This is an optimization exercise on Yosys and OpenROAD, whose aim is small area, a short achievable clock period and few clock cycles per item, not a production implementation.
No functional check of the RTL was part of this run.
Power and IR drop assume default switching activity.

## design/flow/config.mk

```make
export PLATFORM = sky130hd
export DESIGN_NAME = line_follow_pid_steering_core
export DESIGN_NICKNAME = line_follow_pid_steering_core
export VERILOG_FILES = /design/flow/design.v
export SDC_FILE = /design/flow/constraint.sdc
export NUM_CORES = 4
export LEC_CHECK = 0
export CAP_MARGIN = 20
export CORE_MARGIN = 2
export CORE_UTILIZATION = 40
export SLEW_MARGIN = 20
```

## design/flow/constraint.sdc

```tcl
create_clock -name core_clock -period 11.0 [get_ports {clk}]
set_input_delay 2.2000 -clock core_clock [delete_from_list [all_inputs] [get_ports {clk}]]
set_output_delay 2.2000 -clock core_clock [all_outputs]
set_load 0.01 [all_outputs]
```

## design/flow/design.v

```verilog
package lfps_pkg;
  localparam int NUM_SENSORS = 16;
  localparam int SAMPLE_BITS = 12;
  localparam int THRESH_W    = 12;
  localparam int SUM_W       = 7;
  localparam int CNT_W       = 5;
  localparam int SUM_MAX     = 127;
  localparam int COUNT_MAX   = 31;
  localparam int POS_W       = 13;
  localparam int MIDDLE_Q8   = 1920;
  localparam int POS_MAX     = (NUM_SENSORS - 1) * 256;
  localparam int POS_NONE    = -256;
  localparam int DVD_W       = 21;
  localparam int DVS_W       = 32;
  localparam int INTEG_W     = 48;
  localparam int ACC_W       = 88;
  localparam int MUL_W       = 33;
  localparam int CORR_W      = 22;
  localparam int CORR_LIMIT  = 1048576;
  localparam int PWM_W       = 16;
  typedef enum logic [2:0] {
    REG_KP     = 3'd0,
    REG_KI     = 3'd1,
    REG_KD     = 3'd2,
    REG_CRUISE = 3'd3,
    REG_THRESH = 3'd4
  } reg_idx_t;
  typedef struct packed {
    logic signed [31:0]   kp;
    logic signed [31:0]   ki;
    logic signed [31:0]   kd;
    logic [PWM_W-1:0]     cruise;
    logic [THRESH_W-1:0]  thresh;
  } cfg_t;
  typedef struct packed {
    logic [SUM_W-1:0] index_sum;
    logic [CNT_W-1:0] hit_count;
    logic [31:0]      time_ms;
  } scan_t;
  typedef struct packed {
    logic signed [POS_W-1:0] position_q8;
    logic [PWM_W-1:0]        right_pwm;
    logic                    right_reverse;
    logic [PWM_W-1:0]        left_pwm;
    logic                    left_reverse;
  } result_t;
endpackage
module line_follow_pid_steering_core (
  input  logic        clk,
  input  logic        rst_n,
  input  logic        in_tvalid,
  output logic        in_tready,
  input  logic [47:0] in_tdata,    
  input  logic        in_tlast,    
  output logic        out_tvalid,
  input  logic        out_tready,
  output logic [47:0] out_tdata,
  input  logic        cfg_valid,
  output logic        cfg_ready,
  input  logic [2:0]  cfg_index,
  input  logic [31:0] cfg_data
);
  localparam logic [1:0] P_IDLE = 2'd0, P_DIV = 2'd1, P_ERR = 2'd2, P_DONE = 2'd3;
  localparam logic [1:0] B_IDLE = 2'd0, B_ABS = 2'd1, B_DIV = 2'd2, B_DONE = 2'd3;
  localparam logic [1:0] C_IDLE = 2'd0, C_RUN = 2'd1, C_RES = 2'd2;
  logic [1:0] p_st, b_st, c_st;
  logic [3:0] p_cnt, b_cnt, c_cnt;
  logic       c_ovl, d_full, out_valid_r;
  logic       handoff, p_idle_next, pb_xfer, bc_xfer, c_rot;
  logic [31:0] kp_r, ki_r, kd_r;
  logic [15:0] cruise_r;
  logic [11:0] thresh_r;
  assign cfg_ready = 1'b1;
  always_ff @(posedge clk) begin
    if (!rst_n) begin
      kp_r     <= 32'd131072000;
      ki_r     <= '0;
      kd_r     <= '0;
      cruise_r <= 16'd40000;
      thresh_r <= 12'd1000;
    end else begin
      if (c_rot) begin
        kp_r <= {kp_r[1:0], kp_r[31:2]};
        ki_r <= {ki_r[1:0], ki_r[31:2]};
        kd_r <= {kd_r[1:0], kd_r[31:2]};
      end
      if (cfg_valid) begin
        case (cfg_index)
          3'd0: kp_r     <= cfg_data;
          3'd1: ki_r     <= cfg_data;
          3'd2: kd_r     <= cfg_data;
          3'd3: cruise_r <= cfg_data[15:0];
          3'd4: thresh_r <= cfg_data[11:0];
          default: ;
        endcase
      end
    end
  end
  logic        in_rdy_r;
  logic        v_r, last_r, hit_r;
  logic [3:0]  idx_r;
  logic [31:0] ts_r;
  logic [6:0]  sum_r, sum_fin;
  logic [4:0]  cnt_r, cnt_fin;
  logic [7:0]  sum_add;
  logic        hold, v_next, last_next;
  assign in_tready = in_rdy_r;
  always_comb begin
    sum_add = {1'b0, sum_r} + {4'd0, idx_r};
    sum_fin = sum_r;
    cnt_fin = cnt_r;
    if (hit_r) begin
      sum_fin = sum_add[7] ? 7'd127 : sum_add[6:0];
      cnt_fin = (cnt_r == 5'd31) ? 5'd31 : cnt_r + 5'd1;
    end
  end
  assign handoff   = v_r && last_r && (p_st == P_IDLE);
  assign hold      = v_r && last_r && (p_st != P_IDLE);
  assign v_next    = in_rdy_r ? in_tvalid : hold;
  assign last_next = in_rdy_r ? in_tlast : last_r;
  always_ff @(posedge clk) begin
    if (in_rdy_r) begin
      last_r <= in_tlast;
      hit_r  <= in_tdata[11:0] > thresh_r;
      idx_r  <= in_tdata[15:12];
      ts_r   <= in_tdata[47:16];
    end
  end
  always_ff @(posedge clk) begin
    if (!rst_n) begin
      in_rdy_r <= 1'b0;
      v_r      <= 1'b0;
      sum_r    <= '0;
      cnt_r    <= '0;
    end else begin
      v_r      <= v_next;
      in_rdy_r <= !(v_next && last_next && !p_idle_next);
      if (v_r && !hold) begin
        if (last_r) begin
          sum_r <= '0;
          cnt_r <= '0;
        end else begin
          sum_r <= sum_fin;
          cnt_r <= cnt_fin;
        end
      end
    end
  end
  logic [31:0]        prev_ts_r, pdt_r;
  logic signed [12:0] prev_err_r;
  logic [4:0]         prem_r, pdvs_r;
  logic [12:0]        pq_r;         
  logic               pzero_r;
  logic [4:0]  pr [0:2];
  logic [11:0] pq [0:2];
  always_comb begin
    pr[0] = prem_r;
    pq[0] = pq_r[11:0];
    for (int i = 0; i < 2; i++) begin
      logic [5:0] r2;
      logic [6:0] d7;
      r2 = {pr[i], pq[i][11]};
      d7 = {1'b0, r2} - {2'b0, pdvs_r};
      if (!d7[6]) begin
        pr[i+1] = d7[4:0];
        pq[i+1] = {pq[i][10:0], 1'b1};
      end else begin
        pr[i+1] = r2[4:0];
        pq[i+1] = {pq[i][10:0], 1'b0};
      end
    end
  end
  logic signed [12:0] pos_v;
  assign pos_v = pzero_r ? -13'sd256 : $signed({1'b0, pq_r[11:0]});
  logic p_final;
  assign p_final = (p_st == P_DONE);
  always_ff @(posedge clk) begin
    if (!rst_n) begin
      p_st       <= P_IDLE;
      p_cnt      <= '0;
      prev_ts_r  <= '0;
    end else begin
      case (p_st)
        P_IDLE: begin
          if (handoff) begin
            prev_ts_r <= ts_r;
            pdt_r     <= ts_r - prev_ts_r;
            prem_r    <= {2'd0, sum_fin[6:4]};
            pq_r      <= {1'b0, sum_fin[3:0], 8'd0};
            pdvs_r    <= cnt_fin;
            pzero_r   <= (cnt_fin == 5'd0);
            p_cnt     <= '0;
            p_st      <= P_DIV;
          end
        end
        P_DIV: begin
          prem_r <= pr[2];
          pq_r   <= {1'b0, pq[2]};
          p_cnt  <= p_cnt + 4'd1;
          if (p_cnt == 4'd5) p_st <= P_ERR;
        end
        P_ERR: begin
          pq_r <= pos_v - 13'sd1920;
          p_st <= P_DONE;
        end
        default: begin
          if (pb_xfer) p_st <= P_IDLE;
        end
      endcase
    end
  end
  logic [31:0]        dt_r;
  logic [21:0]        rem_r, q_r;
  logic               dsgn_r;
  logic [13:0]        mreg_r;       
  logic               mprev_r;
  logic signed [35:0] accp_r;
  logic [2:0]         mcnt_r;
  logic signed [13:0] diff_v;
  assign diff_v = {pq_r[12], pq_r} - {prev_err_r[12], prev_err_r};
  logic        dt_big, dt_zero;
  logic [21:0] dr [0:2];
  logic [21:0] dq [0:2];
  assign dt_big  = |dt_r[31:22];
  assign dt_zero = (dt_r == 32'd0);
  always_comb begin
    dr[0] = rem_r;
    dq[0] = q_r;
    for (int i = 0; i < 2; i++) begin
      logic [21:0] r2;
      logic [22:0] d23;
      r2  = {dr[i][20:0], dq[i][21]};
      d23 = {1'b0, r2} - {1'b0, dt_r[21:0]};
      if (!dt_big && !d23[22]) begin
        dr[i+1] = d23[21:0];
        dq[i+1] = {dq[i][20:0], 1'b1};
      end else begin
        dr[i+1] = r2;
        dq[i+1] = {dq[i][20:0], 1'b0};
      end
    end
  end
  logic [2:0]         mb;
  logic signed [35:0] mpp, msum;
  always_comb begin
    mb = {mreg_r[1:0], mprev_r};
    case (mb)
      3'b001, 3'b010: mpp = $signed({4'd0, dt_r});
      3'b011:         mpp = $signed({3'd0, dt_r, 1'b0});
      3'b100:         mpp = ~$signed({3'd0, dt_r, 1'b0});
      3'b101, 3'b110: mpp = ~$signed({4'd0, dt_r});
      default:        mpp = '0;
    endcase
    msum = accp_r + mpp + 36'(mb[2] & ~(mb[1] & mb[0]));
  end
  logic b_final;
  assign b_final = (b_st == B_DONE) || (b_st == B_DIV && b_cnt == 4'd10);
  always_ff @(posedge clk) begin
    if (!rst_n) begin
      b_st       <= B_IDLE;
      b_cnt      <= '0;
      prev_err_r <= '0;
    end else begin
      if (pb_xfer) begin
        prev_err_r <= pq_r;
        dt_r       <= pdt_r;
        q_r        <= 22'(diff_v);
        dsgn_r     <= diff_v[13];
        mreg_r     <= {pq_r[12], pq_r};
        mprev_r    <= 1'b0;
        accp_r     <= '0;
        mcnt_r     <= '0;
        b_st       <= B_ABS;
      end else begin
        case (b_st)
          B_ABS: begin
            rem_r <= '0;
            q_r   <= {1'b0, dsgn_r ? 13'(-q_r[13:0]) : q_r[12:0], 8'd0};
            b_cnt <= '0;
            b_st  <= B_DIV;
          end
          B_DIV: begin
            rem_r <= dr[2];
            q_r   <= dq[2];
            b_cnt <= b_cnt + 4'd1;
            if (b_cnt == 4'd10) b_st <= bc_xfer ? B_IDLE : B_DONE;
          end
          B_DONE: begin
            if (bc_xfer) b_st <= B_IDLE;
          end
          default: ;
        endcase
        if (b_st != B_IDLE && mcnt_r != 3'd7) begin
          accp_r  <= msum >>> 2;
          mreg_r  <= {msum[1:0], mreg_r[13:2]};
          mprev_r <= mreg_r[1];
          mcnt_r  <= mcnt_r + 3'd1;
        end
      end
    end
  end
  logic signed [47:0] integ_r;
  logic signed [12:0] e_r;
  logic [21:0]        dd_r;         
  logic               ds_r;         
  logic [57:0]        acc_r;
  logic               sticky_r;
  logic [2:0]         bp_r, bd_r, bi_r;    
  logic d_can_write, c_take, c_last, out_load;
  assign out_load    = d_full && !out_valid_r;
  assign d_can_write = !d_full || out_load;
  assign c_last      = (c_st == C_RUN) && (c_cnt == 4'd15);
  assign c_take      = (c_st == C_IDLE) || (c_st == C_RES && d_can_write) ||
                       (c_last && d_can_write);
  assign bc_xfer     = b_final && c_take;
  assign pb_xfer     = p_final && ((b_st == B_IDLE) || bc_xfer);
  assign p_idle_next = ((p_st == P_IDLE) && !handoff) || pb_xfer;
  assign c_rot       = (c_st == C_RUN);
  logic signed [47:0] prod_v;
  logic signed [48:0] isum_v;
  logic signed [47:0] integ_v;
  always_comb begin
    prod_v = {accp_r[33:0], mreg_r};
    isum_v = {integ_r[47], integ_r} + {prod_v[47], prod_v};
    if (isum_v[48] != isum_v[47])
      integ_v = isum_v[48] ? {1'b1, 47'd0} : {1'b0, {47{1'b1}}};
    else
      integ_v = isum_v[47:0];
  end
  function automatic logic [2:0] booth_dig(input logic [2:0] b);
    booth_dig = {b[2], b[1] ^ b[0], (b[2] & ~b[1] & ~b[0]) | (~b[2] & b[1] & b[0])};
  endfunction
  logic [57:0] mE, mD, mI, rE, rD, rI, acc_in, s1, c1, s2, c2, csum;
  logic [58:0] fsum;
  logic        nD, nP, nI;
  always_comb begin
    nP = bp_r[2];
    nI = bi_r[2];
    nD = bd_r[2] ^ ds_r;
    mE = bp_r[1] ? 58'($signed(e_r)) : bp_r[0] ? 58'($signed({e_r, 1'b0})) : 58'd0;
    mD = bd_r[1] ? 58'(dd_r) : bd_r[0] ? 58'({dd_r, 1'b0}) : 58'd0;
    mI = bi_r[1] ? 58'($signed(integ_r)) : bi_r[0] ? 58'($signed({integ_r, 1'b0})) : 58'd0;
    rE = (mE << 8) ^ {58{nP}};
    rI = (mI << 8) ^ {58{nI}};
    rD = mD ^ {58{nD}};
    acc_in = (c_cnt == 4'd0) ? 58'd0 : acc_r;
    s1 = acc_in ^ rE ^ rI;
    c1 = {(acc_in[56:0] & rE[56:0]) | (acc_in[56:0] & rI[56:0]) | (rE[56:0] & rI[56:0]), nD};
    s2 = s1 ^ c1 ^ rD;
    c2 = {(s1[56:0] & c1[56:0]) | (s1[56:0] & rD[56:0]) | (c1[56:0] & rD[56:0]), nP};
    fsum = {s2, 1'b1} + {c2, nI};
    csum = fsum[58:1];
  end
  always_ff @(posedge clk) begin
    if (!rst_n) begin
      c_st    <= C_IDLE;
      c_cnt   <= '0;
      c_ovl   <= 1'b0;
      integ_r <= '0;
    end else begin
      c_ovl <= 1'b0;
      if (c_st == C_RUN) begin
        acc_r    <= {{2{csum[57]}}, csum[57:2]};
        sticky_r <= ((c_cnt == 4'd0) ? 1'b0 : sticky_r) | (|csum[1:0]);
        c_cnt    <= c_cnt + 4'd1;
        bp_r     <= booth_dig(kp_r[3:1]);
        bd_r     <= booth_dig(kd_r[3:1]);
        bi_r     <= booth_dig(ki_r[3:1]);
        if (c_last) begin
          if (d_can_write) begin
            c_ovl <= 1'b1;
            c_st  <= C_IDLE;
          end else begin
            c_st  <= C_RES;
          end
        end
      end else if (c_st == C_RES && d_can_write) begin
        c_st <= C_IDLE;
      end
      if (bc_xfer) begin
        e_r     <= prev_err_r;
        dd_r    <= dt_zero ? 22'd0 : ((b_st == B_DONE) ? q_r : dq[2]);
        ds_r    <= dsgn_r;
        integ_r <= integ_v;
        c_cnt   <= '0;
        c_st    <= C_RUN;
        bp_r    <= booth_dig({c_rot ? kp_r[3:2] : kp_r[1:0], 1'b0});
        bd_r    <= booth_dig({c_rot ? kd_r[3:2] : kd_r[1:0], 1'b0});
        bi_r    <= booth_dig({c_rot ? ki_r[3:2] : ki_r[1:0], 1'b0});
      end
    end
  end
  logic [20:0]        x_r;          
  logic               cpos_r;       
  logic signed [12:0] dpos_r;
  logic               d_cap, dpos_cap;
  logic [57:0]        nacc;
  logic [21:0]        nlow;
  logic [20:0]        x_v;
  logic               cpos_v;
  assign d_cap    = c_ovl || (c_st == C_RES && d_can_write);
  assign dpos_cap = (c_last && d_can_write) || (c_st == C_RES && d_can_write);
  always_comb begin
    nacc = ~acc_r;
    nlow = {1'b0, nacc[20:0]} + {21'd0, ~sticky_r};
    if (!acc_r[57]) begin
      cpos_v = |acc_r;
      x_v = (|acc_r[57:21] || (acc_r[20] && |acc_r[19:0])) ? 21'h100000 : acc_r[20:0];
    end else begin
      cpos_v = 1'b0;
      x_v = (|nacc[57:21] || nlow > 22'h100000) ? 21'h100000 : nlow[20:0];
    end
  end
  logic [21:0] v_v;
  logic [21:0] w_v;
  logic        rev_v;
  logic [15:0] pwm_v;
  logic [16:0] slow_v, fast_v;
  always_comb begin
    v_v    = {6'd0, cruise_r} - {1'b0, x_r};
    w_v    = {1'b0, x_r} - {6'd0, cruise_r};
    rev_v  = v_v[21];
    pwm_v  = !rev_v ? v_v[15:0] : (|w_v[20:16] ? 16'hFFFF : w_v[15:0]);
    slow_v = {pwm_v, rev_v};
    fast_v = {cruise_r, 1'b0};
  end
  logic [46:0] out_r;
  assign out_tvalid = out_valid_r;
  assign out_tdata  = {1'b0, out_r};
  always_ff @(posedge clk) begin
    if (!rst_n) begin
      d_full      <= 1'b0;
      out_valid_r <= 1'b0;
    end else begin
      if (out_load) begin
        out_valid_r <= 1'b1;
        d_full      <= 1'b0;
      end else if (out_tready) begin
        out_valid_r <= 1'b0;
      end
      if (d_cap) d_full <= 1'b1;
    end
  end
  always_ff @(posedge clk) begin
    if (dpos_cap) dpos_r <= e_r + 13'sd1920;
    if (d_cap) begin
      x_r    <= x_v;
      cpos_r <= cpos_v;
    end
    if (out_load) begin
      out_r[46:34] <= dpos_r;
      out_r[33:0]  <= cpos_r ? {slow_v, fast_v} : {fast_v, slow_v};
    end
  end
endmodule
```

## design/flow/run.sh

```bash
#!/bin/bash
# synth_recipe.tcl (not shown) runs the flow's synth.tcl, then flattens the netlist and writes it again
# the make line also repeats each setting of config.mk as NAME=value (left out here)
make -C /OpenROAD-flow-scripts/flow DESIGN_CONFIG=/design/flow/config.mk WORK_HOME=/design/flow/orfs CLKGATE_MAP_FILE= SYNTH_SCRIPT=/design/flow/synth_recipe.tcl finish
```

==> flow_summary.json <==
{
  "die_h_um": 342,
  "core_um2": 114000,
  "fin_util_pct": 45.1,
  "synth_nets": 5536,
  "final_cell_mix": "nand2_1 (776), edfxtp_1 (405), o21ai_0 (324)",
  "p_leak_nw": 20.9,
  "antenna_left": 0,
  "place_inst": 6470,
  "num_io_pins": 140,
  "dieArea_um2": 117000,
  "ys_types": 83,
  "powerDensity_nw_per_um2": 126,
  "slew_headroom_pct": 24.9,
  "syn-instance-count": 5014,
  "gr-total-overflow": 0,
  "num_antenna_cells": 0,
  "finalCriticalPeriod_ns": 7.02,
  "irDropWorstVdd_v": 0.000126,
  "slew_viol_final": 0,
  "clk_pin_slew_ns": 0.06,
  "rsz0062_at_grt": "false",
  "drc": 0,
  "die_x_um": 342,
  "cts_tree": "yes",
  "final_cells": 6617,
  "wl_per_cell_um": 17.8,
  "final_net_count": 5561,
  "yosys_most_used_dff": "edfxtp_1",
  "cap_violations": 0,
  "clock_path_buffers": 3,
  "grt_max_degree": 105,
  "dp_hpwl_um": 87000,
  "grt_pass1_vias": 34630,
  "finalSetupTns_ns": 0,
  "antenna_found_initial": 0,
  "root_buffer": "clkbuf_16",
  "worstPathArrival_ns": 7.41,
  "fmax_ghz": 0.142,
  "synthToLayoutAreaGrowth_pct": 12.2,
  "netlist_area_um2": 45800,
  "critical_path_required_ns": 11.39,
  "initial_core_util_pct": 40.2,
  "firstDrtPassIters": 6,
  "final_common_cell": "nand2_1",
  "drive_above_1_share_pct": 4.76,
  "ctsResizeCount": 0,
  "cts.sinks": 658,
  "cts_buffers": 79,
  "status": "finished clean",
  "final-setup-viol-count": 0,
  "gp_congestion": 0.927,
  "cts_hold_buf": 0,
  "hp-class": "flip-flop to flip-flop",
  "grtUsageTotal_pct": 19.8,
  "std_cell_rows": 124,
  "synth_warnings": 5,
  "drt-total-wl_um": 118000,
  "ys_ff_latch": 658,
  "worstMarginPinSlew_ns": 1.12,
  "setup.worst_path.class": "flip-flop to flip-flop",
  "vias": 36101,
  "start_kind": "flip-flop",
  "vias_per_cell": 5.46,
  "skew_ns": 0.0240,
  "worstPathMaxFanout": 38,
  "numPortBuffers": 137,
  "cts-htree-levels": 3,
  "syn_avg_cell_area_um2": 9.14,
  "post_cts_buffers": 0,
  "synth_edf_count": 405,
  "min_period_over_period_pct": 63.8,
  "hold_violations": 0,
  "ys_seq_area_share_pct": 37.6,
  "synthArstFlopShare_pct": 0,
  "clock_latency_ns": 0.66,
  "grt_pass1_wl_um": 188000,
  "finalPower_mw": 6.48,
  "critPathCaptureType": "flip-flop",
  "first_iter_violations": 2242
}
Yosys cell counts, types with 8 or more instances:
| library cell | instances | share of area [%] |
|---|---|---|
| nand2_1 | 778 | 6.4 |
| edfxtp_1 | 405 | 27 |
| o21ai_0 | 324 | 3.5 |
| ha_1 | 307 | 8.4 |
| nor2_1 | 274 | 2.2 |
| inv_1 | 273 | 2.2 |
| a21oi_1 | 261 | 2.9 |
| dfxtp_1 | 253 | 11 |
| xnor2_1 | 220 | 4.2 |
| clkbuf_1 | 209 | 1.7 |
| nand3_1 | 171 | 1.9 |
| fa_1 | 126 | 5.5 |
| a22oi_1 | 125 | 2.0 |
| xor2_1 | 125 | 2.4 |
| a21o_1 | 120 | 2.0 |
| o211a_1 | 96 | 2.1 |
| nor2b_1 | 85 | 1.2 |
| a21boi_0 | 84 | 1.4 |
| and2_1 | 66 | 0.90 |
| nor3_1 | 64 | 0.70 |
| nand2b_1 | 49 | 0.67 |
| o21a_1 | 43 | 0.70 |
| mux2i_1 | 41 | 0.90 |
| a31oi_1 | 38 | 0.52 |
| a221o_1 | 37 | 0.81 |
| nand4_1 | 37 | 0.51 |
| and3_1 | 33 | 0.45 |
| o221ai_1 | 26 | 0.50 |
| o211ai_1 | 24 | 0.39 |
| nor4_1 | 23 | 0.31 |
| o21bai_1 | 23 | 0.38 |
| o31ai_1 | 21 | 0.34 |
| or3_1 | 21 | 0.29 |
| a211oi_1 | 19 | 0.31 |
| buf_1 | 19 | 0.16 |
| or2_2 | 17 | 0.23 |
| mux2_2 | 13 | 0.32 |
| a211o_1 | 11 | 0.21 |
| a311oi_1 | 9 | 0.17 |
| nor3b_1 | 9 | 0.15 |
| o22ai_1 | 8 | 0.11 |
| or4_1 | 8 | 0.13 |
logic make-up (layout without fill, tap and decap cells):
group	count (synthesis)	in the layout	share of synthesized area, %
adder cells (fa/ha/maj)	433	433	13.9
AND/OR/NAND/NOR	1661	1661	16.5
AO/OA/AOI/OAI	1347	1347	19.9
flip-flops	658	658	37.6
other	2	2	0.0164
XOR/XNOR	345	345	6.60
multiplexers	54	54	1.22
buffers and inverters	514	605	4.26
cell type report:
cell class	instances	area (µm²)
Sequential cell	658	17200
Fill cell	11030	62600
Inverter	277	1040
Multi-Input combinational cell	3842	26700
Tap cell	1512	1890
Timing Repair Buffer	181	1700
Clock inverter	37	455
Clock buffer	110	2350
per-layer routing:
layer  wire length, µm  up-vias  share of wire, %  GRT usage, %
met4              3390        0               2.9          6.06
met3              5470      193               4.7          2.80
li1                  -    17971                 -             -
met5                 0        -                 0             0
met1             55300    17141                47          27.5
met2             53400      796                45          31.9
metrics by stage:
stage / hold slack (ns) / worst slack (ns) / area [µm²]
3_3_place_gp: 0.401 / 4.11 / 48600
3_5_place_dp: 0.405 / 3.92 / 48600
6_report: 0.416 / 3.98 / 51400
5_1_grt: 0.419 / 3.43 / 51400
4_1_cts: 0.417 / 3.93 / 51400
2_1_floorplan: 0.400 / 2.46 / 45800
sequential cells by signal, summed over array words and instances (netlist names), 7 cells and up:
| name | cells |
|---|---|
| cruise_r | 16 |
| accp_r | 34 |
| prev_ts_r | 32 |
| dt_r | 32 |
| ts_r | 32 |
| dpos_r | 13 |
| kd_r | 32 |
| pdt_r | 32 |
| q_r | 22 |
| dd_r | 22 |
| out_r | 47 |
| pq_r | 13 |
| x_r | 21 |
| sum_r | 7 |
| thresh_r | 12 |
| integ_r | 48 |
| prev_err_r | 13 |
| acc_r | 56 |
| mreg_r | 14 |
| kp_r | 32 |
| dr | 21 |
| e_r | 13 |
| ki_r | 32 |
critical path, stage by stage, from the launching register on:
cell and delay, ns:
edfxtp_1 0.42, inv_1 0.08, ha_1 0.15, inv_1 0.05
fa_1 0.40, a21oi_1 0.16, o21ai_0 0.17, a2111o_1 0.52
a211oi_1 0.36, o31a_1 0.27, a311oi_1 0.17, o41ai_2 0.22
buf_4 0.38, o21ai_0 0.24, fa_1 0.48, a21o_1 0.20
a21oi_1 0.24, o21bai_1 0.09, a21oi_1 0.37, o211ai_1 0.19
nor3b_1 0.18, o21a_1 0.20, a21boi_0 0.36, o41ai_2 0.14
buf_4 0.24, nand2_1 0.28, o21ai_0 0.16
path summary, 6_finish.rpt:
path | end | from | cells after the start | slack, ns
hold / removal | dt_r[17] | pdt_r[17] | 0 | 0.42
setup reg to reg | dr[0][18] | q_r[21] | 26 | 3.98
setup / recovery | dr[0][18] | q_r[21] | 26 | 3.98
hold reg to reg | dt_r[17] | pdt_r[17] | 0 | 0.42
where the power goes:
part | total (mW) | switching (mW) | internal (mW)
logic | 0.873 | 0.512 | 0.360
registers | 2.79 | 0.0679 | 2.73
clock network | 2.81 | 1.12 | 1.70

## static timing again, ports no longer ideal
No port has a modelled driver above. Below, the same layout with a new extraction and two added sets of constraints. Step 1 (the two cells are an assumption about what drives the block):
set clk [get_ports {clk}]
set_driving_cell -lib_cell sky130_fd_sc_hd__clkbuf_16 $clk
set_driving_cell -lib_cell sky130_fd_sc_hd__buf_2 [delete_from_list [all_inputs] $clk]
Step 2 times the ports against the registers' clock, not the clock port: input delays grow and output delays shrink by t, the midpoint of the rising clock arrivals with the driver on. Slacks: ideal ports / drivers / drivers and shift; pairs: ideal ports / drivers.
t (ns): 0.720
setup slack, ns: 3.982 / 3.982 / 3.982
slew at the worst register clock pin (ns): 0.07 / 0.07
worst slew at a driven data input, ns: 0.08
cell pins on the clock port's net: 1
After both steps this run still meets setup and hold. The setup slack of this run moves by 0.000 ns with the drivers and by 0.000 ns with both steps.
